What follows belongs to an exercise in optimizing a design on an open flow for small area, a short achievable clock period and few clock cycles per item; a production flow would make more cautious choices. The RTL was checked by simulation tests, not by an equivalence proof against the original design.

## flow/design.v (module list and top-level ports; edited modules follow where they fit)
// module iir_round_sat: 29 lines
// module iir_allpole: 5485 lines
// module iir_fa: 10 lines
// module iir_nand2: 7 lines
// module iir_nor2: 7 lines
// module iir_aoi21: 8 lines
// module iir_oai21: 8 lines
// module iir_ha: 9 lines
module iir_allpole
#(
    parameter int N    = 10,
    parameter int W    = 16,
    parameter int FRAC = 14
) (
    input  logic                clock,
    input  logic                reset,
    input  logic signed [W-1:0] in_data,
    input  logic                in_valid,
    output logic                in_ready,
    input  logic [N-1:0][W-1:0] coef,
    output logic signed [W-1:0] out_data,
    output logic                out_valid,
    input  logic                out_ready,
    output logic                busy,
    output logic                ovf
);
  // ...
==> flow/run.sh <==
#!/bin/bash
# synth_recipe.tcl (not shown) runs the flow's synth.tcl, then flattens the netlist and writes it again
# the make line also repeats each setting of config.mk as NAME=value (left out here)
make -C /OpenROAD-flow-scripts/flow DESIGN_CONFIG=/design/flow/config.mk WORK_HOME=/design/flow/orfs CLKGATE_MAP_FILE= SYNTH_SCRIPT=/design/flow/synth_recipe.tcl finish
==> flow/config.mk <==
export PLATFORM = sky130hd
export DESIGN_NAME = iir_allpole
export DESIGN_NICKNAME = iir_allpole
export VERILOG_FILES = /design/flow/design.v
export SDC_FILE = /design/flow/constraint.sdc
export NUM_CORES = 4
export LEC_CHECK = 0
export ABC_AREA = 1
export CAP_MARGIN = 20
export CORE_MARGIN = 2
export CORE_UTILIZATION = 60
export SETUP_SLACK_MARGIN = 5
export SLEW_MARGIN = 20
export SYNTH_HIERARCHICAL = 1
==> flow/constraint.sdc <==
create_clock -name core_clock -period 11.0 [get_ports {clock}]
set_input_delay 2.2000 -clock core_clock [delete_from_list [all_inputs] [get_ports {clock}]]
set_output_delay 2.2000 -clock core_clock [all_outputs]
set_load 0.01 [all_outputs]
==> flow_summary.yaml, run 1 <==
worst_setup_path:
  slowest_delay_ps: 590
  r2r-start: "sel0_q[2]$_SDFF_PP0_"
  path_common_cell: "fa_1"
  reg2reg_depth: 13
  path_depth: 13
placed_design:
  placedCellCount: 8954
  placed_area_sq_um: 75600
min_path:
  hp-class: "register to register"
route:
  wl_per_cell_um: 31.8
  wirelength_um: 289000
  wl_met1_um: 99000
  drc: 0
synthesis:
  async_reset_ff_frac: 0
  synthTopCellsByArea: "fa_1 (38%), dfxtp_1 (15%), xor2_1 (14%)"
  synth_ff_type: "dfxtp_1"
  muxShareOfSynthArea: 0
  synth_top_area_cell: "fa_1"
  synth-seq-area-share: 0.153
  synth_xor_area_frac: 0.157
  yosysUniqueCellTypes: 36
timing:
  setup_ws_ps: 5080
  setup_viol: 0
  setup_tns_ps: 0
  fin_crit_sh: 0.538
floorplan:
  core_sq_um: 122000
  num_io_pins: 200
clock_network:
  cts_resized: 24
  cts_buffers: 68
  path_clk_slew_ps: 60
  cts_root_buf: "clkbuf_16"
global_routing:
  gr-max-usage-layer: "met2"
  grt_usage: 0.460
  antenna_found_initial: 6
  grt.met1_usage: 0.532
cells_and_area:
  multi_input_gates: 6054
  clock_buffers: 91
  reg_top3: "enc_q: 240 flops, hist_q: 160 flops, pc1_q: 35 flops"
  multi_input_area_sq_um: 58500
run_status:
  status: "timing/DRC/antenna clean"
Testbench counts, summed over its fixed seeds: cycles 3,192, items 3,072.
==> run 2: changes to the inputs <==
==> flow/flow/run.sh (new file) <==
#!/bin/bash
set -euo pipefail
bash standard.sh SETUP_SLACK_MARGIN=5.5 finish > layout.log 2>&1
==> flow/standard.sh (new file) <==
#!/bin/bash
# synth_recipe.tcl (not shown) runs the flow's synth.tcl, then flattens the netlist and writes it again
# the make line also repeats each setting of config.mk as NAME=value (left out here)
make -C /OpenROAD-flow-scripts/flow DESIGN_CONFIG=/design/flow/config.mk WORK_HOME=/design/flow/orfs CLKGATE_MAP_FILE= SYNTH_SCRIPT=/design/flow/synth_recipe.tcl "${@:-finish}"
--- a/flow/config.mk
+++ b/flow/config.mk
@@ -9,6 +9,5 @@
 export CAP_MARGIN = 20
 export CORE_MARGIN = 2
 export CORE_UTILIZATION = 60
-export SETUP_SLACK_MARGIN = 5
 export SLEW_MARGIN = 20
 export SYNTH_HIERARCHICAL = 1
removed: flow/run.sh
==> run 2 against run 1 <==
Still clean on timing, DRC and antenna. Core utilization increased by 3.8 points. Global-route usage increased by 0.99 points. Synthesized cell count did not move. Sequential cell count did not move. Via count is 3.8% higher. Critical endpoint is now pc0_q[23]$_DFF_P_.
==> flow_summary.yaml, run 2 <==
timing:
  max_freq_ghz: 0.177
  fin_crit_sh: 0.513
  fin_worst_skew_ps: 60.7
  worst-slew-pin-transition_ps: 953
  min_period_ps: 5640
  finalHoldViolCount: 0
  slew_viol_final: 0
  setup_ws_ps: 5360
  maxSlewHeadroom: 0.364
  setup_viol: 0
  rsz0062_at_grt: "yes"
  setup_tns_ps: 0
cells_and_area:
  final_common_cell: "fa_1"
  drive_gt1_frac: 0.134
  stdcell_count: 9325
  largest-register: "enc_q"
  nets: 9389
  fillers: 9292
  layout_common_cells: "fa_1 (1293), o22ai_1 (1165), xor2_1 (1088)"
  reg_top3: "enc_q: 240 flops, hist_q: 160 flops, pc1_q: 35 flops"
  fin_util: 0.680
  area_delta_synth_final_pct: 12.4
  largest_register_ffs: 240
placed_design:
  placedCellCount: 8954
  routabilityCongestion: 1.08
  dpl.hpwl_um: 247000
  port_buffers: 199
  dp_slack_ps: 4230
route:
  wirelength_um: 301000
  wl_per_cell_um: 32.2
  drc: 0
  routed-via-count: 62530
  dr.pass1.iters: 7
  postRouteAntennaNets: 0
  drt_iter0_drc: 7589
  via_per_inst: 6.71
clock_network:
  cts.path.max_buffers: 3
  cts_hold_buf: 0
  cts.sinks: 564
  clkLatencyLatePin_ps: 720
  cts-htree-levels: 3
  cts_tree: "yes"
  cts_buffers: 68
  path_clk_slew_ps: 60
  cts_root_buf: "clkbuf_16"
worst_setup_path:
  cp-start-kind: "register"
  reg2reg_depth: 14
  r2r-start: "sel0_q[0]$_SDFF_PP1_"
  slowest_delay_ps: 560
  arrival_ps: 6190
  cp_slowest_cell: "fa_2"
  path_max_fanout: 10
  required_ps: 11550
  cp_cell_sequence: "buf_12 -> nand2_1 -> nand3_4 -> buf_4 -> xor2_1 -> o22ai_1 -> fa_2 -> fa_2 -> fa_2 -> fa_1 -> fa_1 -> fa_1 -> fa_2 -> fa_1"
  end_kind: "register"
  critPathKind: "register to register"
  cp-startpoint: "sel0_q[0]$_SDFF_PP1_"
floorplan:
  num_io_pins: 200
  core_sq_um: 122000
  dieWidth_um: 355
  die_y_um: 355
  rows: 128
  die-area_sq_um: 126000
  start_util: 0.605
synthesis:
  syn_area_sq_um: 73700
  synth-edff-count: 0
  netlist_instances: 7630
  synthTopCellsByCount: "fa_1 (1389), o22ai_1 (1202), xor2_1 (1163)"
  syn_nets: 9371
  synth-seq-area-share: 0.153
  yosysUniqueCellTypes: 36
  synth_top_area_frac: 0.377
  async_reset_ff_frac: 0
  synthTopCellsByArea: "fa_1 (38%), dfxtp_1 (15%), xor2_1 (14%)"
  avgSynthCellArea_sq_um: 9.66
  synth.most_common_cell: "fa_1"
  synth_ff_type: "dfxtp_1"
  synth_top_area_cell: "fa_1"
  synth-warning-count: 7
  synth.ff_latch_count: 564
flow_run:
  cap_violations: 0
global_routing:
  grt_usage: 0.470
  grt_pass1_wl_um: 426000
  grt_max_degree: 114
  grt_pass1_vias: 63747
  grt-ovfl-total: 0
  antenna_found_initial: 7
run_status:
  status: "timing/DRC/antenna clean"
min_path:
  hp-class: "register to register"
  hold_path.startpoint: "hist_q[31]$_SDFFE_PP0P_"
  holdPathStages: 2
[run 2: cell types whose count changed in the layout (fill, tap and decap cells not counted), sizes merged]
cell,previous run,this run
diode,5,2
buf,19,252
bufbuf,1,4
clkdlybuf4s50,197,195
dlymetal6s2s,0,1
nand2,1003,1004
clkbuf,91,100
[run 2: final timing paths]
| kind | to | slack, ps |
|---|---|---|
| max reg2reg | pc0_q[23]$_DFF_P_ | 5360 |
| min | hist_q[31]$_SDFFE_PP0P_ | 500 |
| max | pc0_q[23]$_DFF_P_ | 5360 |
| min reg2reg | hist_q[31]$_SDFFE_PP0P_ | 500 |
[run 2: critical path: cells and delay by family (launching register included)]
family / cells / cell delay [ps]
AOI/OAI and AO/OA: 1 / 270
xor gates and xnor gates: 1 / 150
adders and majority gates: 8 / 3760
buffers and inverters: 2 / 440
DFF: 1 / 430
and+or+nand+nor: 2 / 400
[run 2: logic make-up (layout without fill, tap and decap cells)]
kind of cell | after synthesis | after routing | share of synthesized area
fa+ha+maj | 1561 | 1561 | 0.406
xor+xnor | 1323 | 1323 | 0.157
buf+inv | 1012 | 1079 | 0.0563
simple gates | 1414 | 1415 | 0.0834
flops | 564 | 564 | 0.153
other cells | 1 | 3 | 0.0000509
compound gates | 1755 | 1755 | 0.144
[run 2: per-module statistics from Yosys (local to each module, per instance)]
| module | flops+latches | cell area, sq um | copies in the design | cells inside |
|---|---|---|---|---|
| iir_nor2 | 0 | 3.75 | 60 | 1 |
| iir_allpole | 564 | 43500 | 1 | 5882 |
| iir_fa | 0 | 20.0 | 1387 | 1 |
| iir_aoi21 | 0 | 8.76 | 60 | 1 |
| iir_ha | 0 | 12.5 | 78 | 1 |
| iir_oai21 | 0 | 5.00 | 81 | 1 |
| iir_nand2 | 0 | 3.75 | 82 | 1 |
[run 2: what timing repair did]
action                     CTS  global route
pin swaps                   51            94
setup endpoints to repair   91            68
resized for setup          227           316
gates cloned                10            10
buffers inserted            86           143
[run 2: area by class of cell]
| type | instances | area (sq um) | share of cell area |
|---|---|---|---|
| sequential | 564 | 11400 | 0.138 |
| clock buffer | 91 | 1910 | 0.0230 |
| timing repair buffer | 462 | 4650 | 0.0561 |
| tap | 1625 | 2030 | 0.0245 |
| clock inverter | 29 | 369 | 0.00445 |
| antenna | 2 | 5.00 | 0.0000604 |
| inverter | 497 | 1880 | 0.0226 |
| multi-input combinational | 6055 | 60600 | 0.731 |
[run 2: layer usage]
layer  GRT usage  routed length [um]  up-vias
met3       0.141               36700     1367
met4       0.366               29800        8
li1            -                   -    25443
met1       0.541               99700    31163
met2       0.735              134000     4549
met5           0                  50        -
[run 2: per-stage QoR]
stage / instance area [sq um] / hold WS (ps)
floorplan: 73700 / 454
global placement: 75600 / 477
detailed placement: 75600 / 485
CTS: 80000 / 495
global route: 82900 / 517
finish: 82900 / 499

==> separate check: timing with driven ports <==
No port has a modelled driver above. Below, the same layouts with a new extraction and two added sets of constraints. Step 1: set_driving_cell puts a clkbuf_16 on clock and a buf_2 on each other input, an assumption about the parent block. Step 2 moves the port delays by t, midway between the first and last clock arrival at a register: inputs arrive t later, outputs are due t later. That takes back most of the time a late clock gives input paths. a / b / c = ideal / step 1 / step 2; a / b = the first two.
run | t, ns | slack for setup (ns) | worst slew at a driven data input, ns
run 1 | 0.772 | 5.083 / 5.083 / 5.083 | 0.20
run 2 | 0.775 | 5.360 / 5.360 / 5.360 | 0.19
After both steps setup and hold are still met in every run listed.
